Context: an optimization exercise on an open-source flow, tuned for small area, a short achievable clock period and few clock cycles per item. The choices shown serve that exercise and are no tape-out recipe.
Only simulation tests tie the RTL to the original design; equivalence was not proved.

==> 10-12: inputs <==
==> flow/design.v (excerpt) <==
module lsu_top (
    input  logic                        clk,
    input  logic                        rst_n,
    input  logic                        issue_valid,
    output logic                        issue_ready,
    input  lsu_pkg::lsu_op_e            op,
    input  logic [lsu_pkg::ADDR_W-1:0]  base,
    input  logic [lsu_pkg::ADDR_W-1:0]  offset,
    input  logic [lsu_pkg::XLEN-1:0]    store_data,
    input  logic [lsu_pkg::TAG_W-1:0]   tag,
    input  logic                        commit,
    output logic                        wb_valid,
    input  logic                        wb_ready,
    output logic [lsu_pkg::TAG_W-1:0]   wb_tag,
    output logic [lsu_pkg::XLEN-1:0]    wb_data,
    output logic                        mem_req_valid,
    input  logic                        mem_req_ready,
    output logic                        mem_req_write,
    output logic [lsu_pkg::ADDR_W-1:0]  mem_req_addr,
    output logic [lsu_pkg::MEM_W-1:0]   mem_req_wdata,
    output logic [lsu_pkg::STRB_W-1:0]  mem_req_wstrb,
    input  logic                        mem_resp_valid,
    input  logic [lsu_pkg::MEM_W-1:0]   mem_resp_data
);
==> flow/config.mk <==
export PLATFORM = sky130hd
export DESIGN_NAME = lsu_top
export DESIGN_NICKNAME = lsu_top
export VERILOG_FILES = /design/flow/design.v
export SDC_FILE = /design/flow/constraint.sdc
export NUM_CORES = 4
export LEC_CHECK = 0
export CAP_MARGIN = 20
export CORE_MARGIN = 2
export CORE_UTILIZATION = 65
export CTS_CLUSTER_DIAMETER = 60
export CTS_CLUSTER_SIZE = 24
export SLEW_MARGIN = 20
==> flow/constraint.sdc <==
create_clock -name core_clock -period 8.5 [get_ports {clk}]
set_input_delay 1.7000 -clock core_clock [delete_from_list [all_inputs] [get_ports {clk}]]
set_output_delay 1.7000 -clock core_clock [all_outputs]
set_load 0.01 [all_outputs]
standard.sh (not shown) runs the stock make flow with config.mk's settings and CLKGATE_MAP_FILE= SYNTH_SCRIPT=/design/flow/synth_recipe.tcl, a recipe that flattens the netlist after the stock synthesis.
==> flow/flow/run.sh <==
#!/bin/bash
export BUFFER_PORTS_ARGS="-buffer_cell sky130_fd_sc_hd__buf_1"
export SETUP_SLACK_MARGIN=5.6
bash standard.sh > standard.log 2>&1
==> inputs of 04-02, as changes to 10-12 <==
--- a/flow/design.v
+++ b/flow/design.v
@@ -57,24 +57,23 @@
     output logic [lsu_pkg::MEM_W-1:0]   mem_req_wdata,
     output logic [lsu_pkg::STRB_W-1:0]  mem_req_wstrb,
     input  logic                        mem_resp_valid,
     input  logic [lsu_pkg::MEM_W-1:0]   mem_resp_data
 );
     localparam int SQN = 2;    
     localparam int LQN = 3;    
     localparam int RTN = 4;    
-    localparam int SPL = 12;   
     logic        a_v, a_st, a_uns;
     logic [1:0]  a_size;
-    logic [3:0]  a_mask;
+    logic [3:0]  a_mask;      
     logic [31:0] a_addr;      
-    logic [SPL-1:0]  a_lo;        
-    logic            a_c;         
-    logic [31-SPL:0] a_p, a_g;    
+    logic [19:0] a_lo;        
+    logic        a_c20;       
+    logic [11:0] a_p, a_g;    
     logic [31:0] a_pay;       
     logic [SQN-1:0] sq_v;
     logic [29:0]    sq_a  [SQN];
     logic [31:0]    sq_d  [SQN];
     logic [3:0]     sq_wm [SQN];
     logic [3:0]     sq_fm [SQN];
     logic [SQN-1:0] sq_hd, sq_tl;    
     logic [SQN-1:0] sq_cnt;    
@@ -85,76 +84,76 @@
     logic [1:0]     lq_size[LQN];
     logic [3:0]     lq_hit [LQN];
     logic [31:0]    lq_d   [LQN];
     logic [LQN-1:0] lq_hd, lq_tl;    
     logic [LQN-1:0] lq_cnt;    
     logic        req_v, req_w, req_a2;
     logic [28:0] req_a;
     logic [31:0] req_d;
-    logic [3:0]  req_m;
+    logic [7:0]  req_s;
     logic        raq_v;
     logic [29:0] raq_a;
     logic [RTN-1:0] rt_v, rt_w, rt_a2;
     logic        ir_q;
     logic        fire, in_st, in_uns;
     logic [1:0]  in_size;
-    logic [3:0]  in_mask;
     logic [31:0] in_pay;
-    logic [SPL:0] in_lo;
+    logic [20:0] in_lo;
     assign issue_ready = ir_q;
     assign fire    = issue_valid && ir_q;
     assign in_st   = op[2] && (op[1] || op[0]);
     assign in_uns  = !op[2] && op[0];
-    assign in_lo   = {1'b0, base[SPL-1:0]} + {1'b0, offset[SPL-1:0]};
+    assign in_lo   = {1'b0, base[19:0]} + {1'b0, offset[19:0]};
     always_comb begin
         unique case (op[2:0])
             3'd0, 3'd1, 3'd5: in_size = 2'd0;
             3'd2, 3'd3, 3'd6: in_size = 2'd1;
             default:          in_size = 2'd2;
         endcase
-        unique case (in_size)
-            2'd0:    in_mask = 4'b0001 << in_lo[1:0];
-            2'd1:    in_mask = in_lo[1] ? 4'b1100 : 4'b0011;
-            default: in_mask = 4'b1111;
-        endcase
         in_pay = store_data << {in_lo[1:0], 3'b000};
         if (!in_st) in_pay[4:0] = tag;
     end
     always_ff @(posedge clk) begin
         if (fire) begin
             a_st   <= in_st;
             a_uns  <= in_uns;
             a_size <= in_size;
-            a_mask <= in_mask;
-            a_lo   <= in_lo[SPL-1:0];
-            a_c    <= in_lo[SPL];
-            a_p    <= base[31:SPL] ^ offset[31:SPL];
-            a_g    <= base[31:SPL] & offset[31:SPL];
+            a_lo   <= in_lo[19:0];
+            a_c20  <= in_lo[20];
+            a_p    <= base[31:20] ^ offset[31:20];
+            a_g    <= base[31:20] & offset[31:20];
             a_pay  <= in_pay;
         end
     end
-    assign a_addr = {a_p + {a_g[30-SPL:0], 1'b0} + {{(31-SPL){1'b0}}, a_c}, a_lo};
-    function automatic logic hi_eq(input logic [31-SPL:0] p, input logic [31-SPL:0] g,
-                                   input logic c, input logic [31-SPL:0] k);
-        logic [31-SPL:0] cin;
+    always_comb begin
+        unique case (a_size)
+            2'd0:    a_mask = 4'b0001 << a_lo[1:0];
+            2'd1:    a_mask = a_lo[1] ? 4'b1100 : 4'b0011;
+            default: a_mask = 4'b1111;
+        endcase
+    end
+    assign a_addr = {a_p + {a_g[10:0], 1'b0} + {11'b0, a_c20}, a_lo};
+    function automatic logic hi_eq(input logic [11:0] p, input logic [11:0] g,
+                                   input logic c, input logic [11:0] k);
+        logic [11:0] cin;
         cin[0] = c;
-        for (int j = 1; j < 32-SPL; j++)
+        for (int j = 1; j < 12; j++)
             cin[j] = g[j-1] | (p[j-1] & ~k[j-1]);
         hi_eq = ((p ^ k) == cin);
     endfunction
     logic [SQN-1:0] eq;
     logic [3:0]     hit;
     logic [31:0]    fwd;
     logic           full;
     always_comb begin
         hit = '0;
         fwd = '0;
         for (int i = 0; i < SQN; i++) begin
-            eq[i] = sq_v[i] && (sq_a[i][SPL-3:0] == a_lo[SPL-1:2]) && hi_eq(a_p, a_g, a_c, sq_a[i][29:SPL-2]);
+            eq[i] = sq_v[i] && (sq_a[i][17:0] == a_lo[19:2]) && hi_eq(a_p, a_g, a_c20, sq_a[i][29:18]);
             for (int k = 0; k < 4; k++) begin
                 if (eq[i] && sq_fm[i][k]) begin
                     hit[k]        = 1'b1;
                     fwd[k*8 +: 8] = fwd[k*8 +: 8] | sq_d[i][k*8 +: 8];
                 end
             end
         end
         hit = hit & a_mask;
@@ -230,25 +229,25 @@
             end else begin
                 req_w  <= 1'b0;
                 req_a  <= a_addr[31:3];
                 req_a2 <= a_addr[2];
             end
         end
         if (wr_ok) begin
             req_d <= sqh_d;
-            req_m <= sqh_m;
+            req_s <= sqh_a[0] ? {sqh_m, 4'b0000} : {4'b0000, sqh_m};
         end
         if (lq_push && !req_free) raq_a <= a_addr[31:2];
     end
     assign mem_req_valid = req_v;
     assign mem_req_write = req_w;
     assign mem_req_addr  = {req_a, 3'b000};
     assign mem_req_wdata = {req_d, req_d};
-    assign mem_req_wstrb = req_a2 ? {req_m, 4'b0000} : {4'b0000, req_m};
+    assign mem_req_wstrb = req_s;
     always_ff @(posedge clk or negedge rst_n) begin
         if (!rst_n) begin
             sq_v   <= '0;
             sq_hd  <= SQN'(1);
             sq_tl  <= SQN'(1);
             sq_cnt <= '0;
         end else begin
             for (int i = 0; i < SQN; i++) begin
==> flow/flow/run.sh (replaced) <==
#!/bin/bash
export BUFFER_PORTS_ARGS="-buffer_cell sky130_fd_sc_hd__buf_1"
export SETUP_SLACK_MARGIN=5.35
bash standard.sh > standard.log 2>&1
Settings changed: CTS_CLUSTER_DIAMETER 60 to 70, CTS_CLUSTER_SIZE 24 to 28.
==> inputs of 12-19, as changes to 10-12 <==
--- a/flow/design.v
+++ b/flow/design.v
@@ -57,24 +57,23 @@
     output logic [lsu_pkg::MEM_W-1:0]   mem_req_wdata,
     output logic [lsu_pkg::STRB_W-1:0]  mem_req_wstrb,
     input  logic                        mem_resp_valid,
     input  logic [lsu_pkg::MEM_W-1:0]   mem_resp_data
 );
     localparam int SQN = 2;    
     localparam int LQN = 3;    
     localparam int RTN = 4;    
-    localparam int SPL = 12;   
     logic        a_v, a_st, a_uns;
     logic [1:0]  a_size;
     logic [3:0]  a_mask;
     logic [31:0] a_addr;      
-    logic [SPL-1:0]  a_lo;        
-    logic            a_c;         
-    logic [31-SPL:0] a_p, a_g;    
+    logic [19:0] a_lo;        
+    logic        a_c20;       
+    logic [11:0] a_p, a_g;    
     logic [31:0] a_pay;       
     logic [SQN-1:0] sq_v;
     logic [29:0]    sq_a  [SQN];
     logic [31:0]    sq_d  [SQN];
     logic [3:0]     sq_wm [SQN];
     logic [3:0]     sq_fm [SQN];
     logic [SQN-1:0] sq_hd, sq_tl;    
     logic [SQN-1:0] sq_cnt;    
@@ -94,67 +93,66 @@
     logic        raq_v;
     logic [29:0] raq_a;
     logic [RTN-1:0] rt_v, rt_w, rt_a2;
     logic        ir_q;
     logic        fire, in_st, in_uns;
     logic [1:0]  in_size;
     logic [3:0]  in_mask;
     logic [31:0] in_pay;
-    logic [SPL:0] in_lo;
+    logic [20:0] in_lo;
     assign issue_ready = ir_q;
     assign fire    = issue_valid && ir_q;
     assign in_st   = op[2] && (op[1] || op[0]);
     assign in_uns  = !op[2] && op[0];
-    assign in_lo   = {1'b0, base[SPL-1:0]} + {1'b0, offset[SPL-1:0]};
+    assign in_lo   = {1'b0, base[19:0]} + {1'b0, offset[19:0]};
     always_comb begin
         unique case (op[2:0])
             3'd0, 3'd1, 3'd5: in_size = 2'd0;
             3'd2, 3'd3, 3'd6: in_size = 2'd1;
             default:          in_size = 2'd2;
         endcase
         unique case (in_size)
             2'd0:    in_mask = 4'b0001 << in_lo[1:0];
             2'd1:    in_mask = in_lo[1] ? 4'b1100 : 4'b0011;
             default: in_mask = 4'b1111;
         endcase
-        in_pay = store_data << {in_lo[1:0], 3'b000};
-        if (!in_st) in_pay[4:0] = tag;
+        in_pay = in_st ? (store_data << {in_lo[1:0], 3'b000}) : {27'b0, tag};
     end
     always_ff @(posedge clk) begin
         if (fire) begin
             a_st   <= in_st;
             a_uns  <= in_uns;
             a_size <= in_size;
             a_mask <= in_mask;
-            a_lo   <= in_lo[SPL-1:0];
-            a_c    <= in_lo[SPL];
-            a_p    <= base[31:SPL] ^ offset[31:SPL];
-            a_g    <= base[31:SPL] & offset[31:SPL];
+            a_lo   <= in_lo[19:0];
+            a_c20  <= in_lo[20];
+            a_p    <= base[31:20] ^ offset[31:20];
+            a_g    <= base[31:20] & offset[31:20];
             a_pay  <= in_pay;
         end
     end
-    assign a_addr = {a_p + {a_g[30-SPL:0], 1'b0} + {{(31-SPL){1'b0}}, a_c}, a_lo};
-    function automatic logic hi_eq(input logic [31-SPL:0] p, input logic [31-SPL:0] g,
-                                   input logic c, input logic [31-SPL:0] k);
-        logic [31-SPL:0] cin;
+    assign a_addr = {a_p + {a_g[10:0], 1'b0} + {11'b0, a_c20}, a_lo};
+    function automatic logic hi_eq(input logic [11:0] p, input logic [11:0] g,
+                                   input logic c, input logic [11:0] k);
+        logic [11:0] cin;
         cin[0] = c;
-        for (int j = 1; j < 32-SPL; j++)
+        for (int j = 1; j < 12; j++)
             cin[j] = g[j-1] | (p[j-1] & ~k[j-1]);
         hi_eq = ((p ^ k) == cin);
     endfunction
     logic [SQN-1:0] eq;
     logic [3:0]     hit;
     logic [31:0]    fwd;
     logic           full;
     always_comb begin
         hit = '0;
         fwd = '0;
         for (int i = 0; i < SQN; i++) begin
-            eq[i] = sq_v[i] && (sq_a[i][SPL-3:0] == a_lo[SPL-1:2]) && hi_eq(a_p, a_g, a_c, sq_a[i][29:SPL-2]);
+            eq[i] = sq_v[i] && (sq_a[i][17:0] == a_lo[19:2]) && hi_eq(a_p, a_g, a_c20, sq_a[i][29:18]);
             for (int k = 0; k < 4; k++) begin
                 if (eq[i] && sq_fm[i][k]) begin
                     hit[k]        = 1'b1;
                     fwd[k*8 +: 8] = fwd[k*8 +: 8] | sq_d[i][k*8 +: 8];
                 end
             end
         end
         hit = hit & a_mask;
@@ -166,17 +164,17 @@
     assign sq_push = a_go && a_st;
     assign lq_push = a_go && !a_st;
     assign ld_mem  = lq_push && !full;
     logic wr_ok;
     assign req_free = !req_v || mem_req_ready;
     assign rd_raq   = req_free && raq_v;
     assign rd_a     = req_free && ld_mem;
     assign wr_ok    = req_free && !raq_v && sq_cnt[0] && (n_cmt[0] || cmt_ok);
-    assign wr_go    = wr_ok && !lq_push;
+    assign wr_go    = wr_ok && !ld_mem;
     assign raq_load = ld_mem && !req_free;
     function automatic logic [SQN:0] cnt_therm(input logic [SQN:0] t, input logic up, input logic dn);
         cnt_therm = (up && !dn) ? {t[SQN-1:0], 1'b1} : ((dn && !up) ? {1'b0, t[SQN:1]} : t);
     endfunction
     function automatic logic [SQN-1:0] sq_therm(input logic [SQN-1:0] t, input logic up, input logic dn);
         sq_therm = (up && !dn) ? {t[SQN-2:0], 1'b1} : ((dn && !up) ? {1'b0, t[SQN-1:1]} : t);
     endfunction
     function automatic logic [LQN-1:0] lq_therm(input logic [LQN-1:0] t, input logic up, input logic dn);
==> flow/flow/run.sh (replaced) <==
#!/bin/bash
# Standard layout, with the port buffers drawn from the smallest buffer cell
# instead of the delay buffer the resizer picks by default. Every input and
# output port still gets its own buffer.
export BUFFER_PORTS_ARGS="-buffer_cell sky130_fd_sc_hd__buf_1"
bash standard.sh > standard.log 2>&1
Settings changed: CORE_UTILIZATION 65 to 60, CTS_CLUSTER_DIAMETER 60 to 50, CTS_CLUSTER_SIZE 24 to 20, SETUP_SLACK_MARGIN from default to 5.
==> impl_metrics.json <==
{
  "wirelength_um": 62010,
  "drive_gt1_frac": 0.1137,
  "status": "finished clean",
  "final_nets": 2389,
  "final-nonclk-buf-share": 0.06486,
  "grt_use_total": 0.3015,
  "worstMarginPinSlew_ns": 1.000,
  "met2_usage": 0.4662
}
-- figures above: 04-02

==> impl_metrics.json <==
{
  "final_nets": 2415,
  "drive_gt1_frac": 0.1345,
  "status": "finished clean",
  "final-nonclk-buf-share": 0.06524
}
-- figures above: 12-19

==> impl_metrics.json <==
{
  "drive_gt1_frac": 0.2023,
  "status": "finished clean",
  "wirelength_um": 68480,
  "grt_use_total": 0.3211
}
-- figures above: 10-12

Testbench counts of 10-12, summed over its fixed seeds: cycles 6,462, items 4,800.
Testbench counts of 04-02, summed over its fixed seeds: cycles 6,462, items 4,800.
Testbench counts of 12-19, summed over its fixed seeds: cycles 6,365, items 4,800.

[what the ideal ports hide]
No port has a modelled driver above. Below, the same layouts with a new extraction and two added sets of constraints.
Step 1, drivers: a clkbuf_16 drives clk and a buf_2 each remaining input, both assumed.
Step 2 also shifts input and output timing later by t, the mid clock arrival at the registers, as if the neighbouring blocks saw the same clock.
a / b / c = ideal ports / drivers / drivers and shift; a / b = the first two.
run	t (ns)	setup WS [ns]	worst slew at a driven data input, ns	cell pins on the clock port's net
10-12	0.615	5.284 / 5.292 / 4.678	0.05	1
04-02	0.684	5.154 / 5.178 / 4.494	0.08	1
12-19	0.644	4.918 / 4.918 / 4.342	0.06	1
After both steps setup and hold are still met in every run listed. The setup slack of 04-02, which loses most, moves by +0.024 ns with the drivers and by -0.660 ns with both steps.
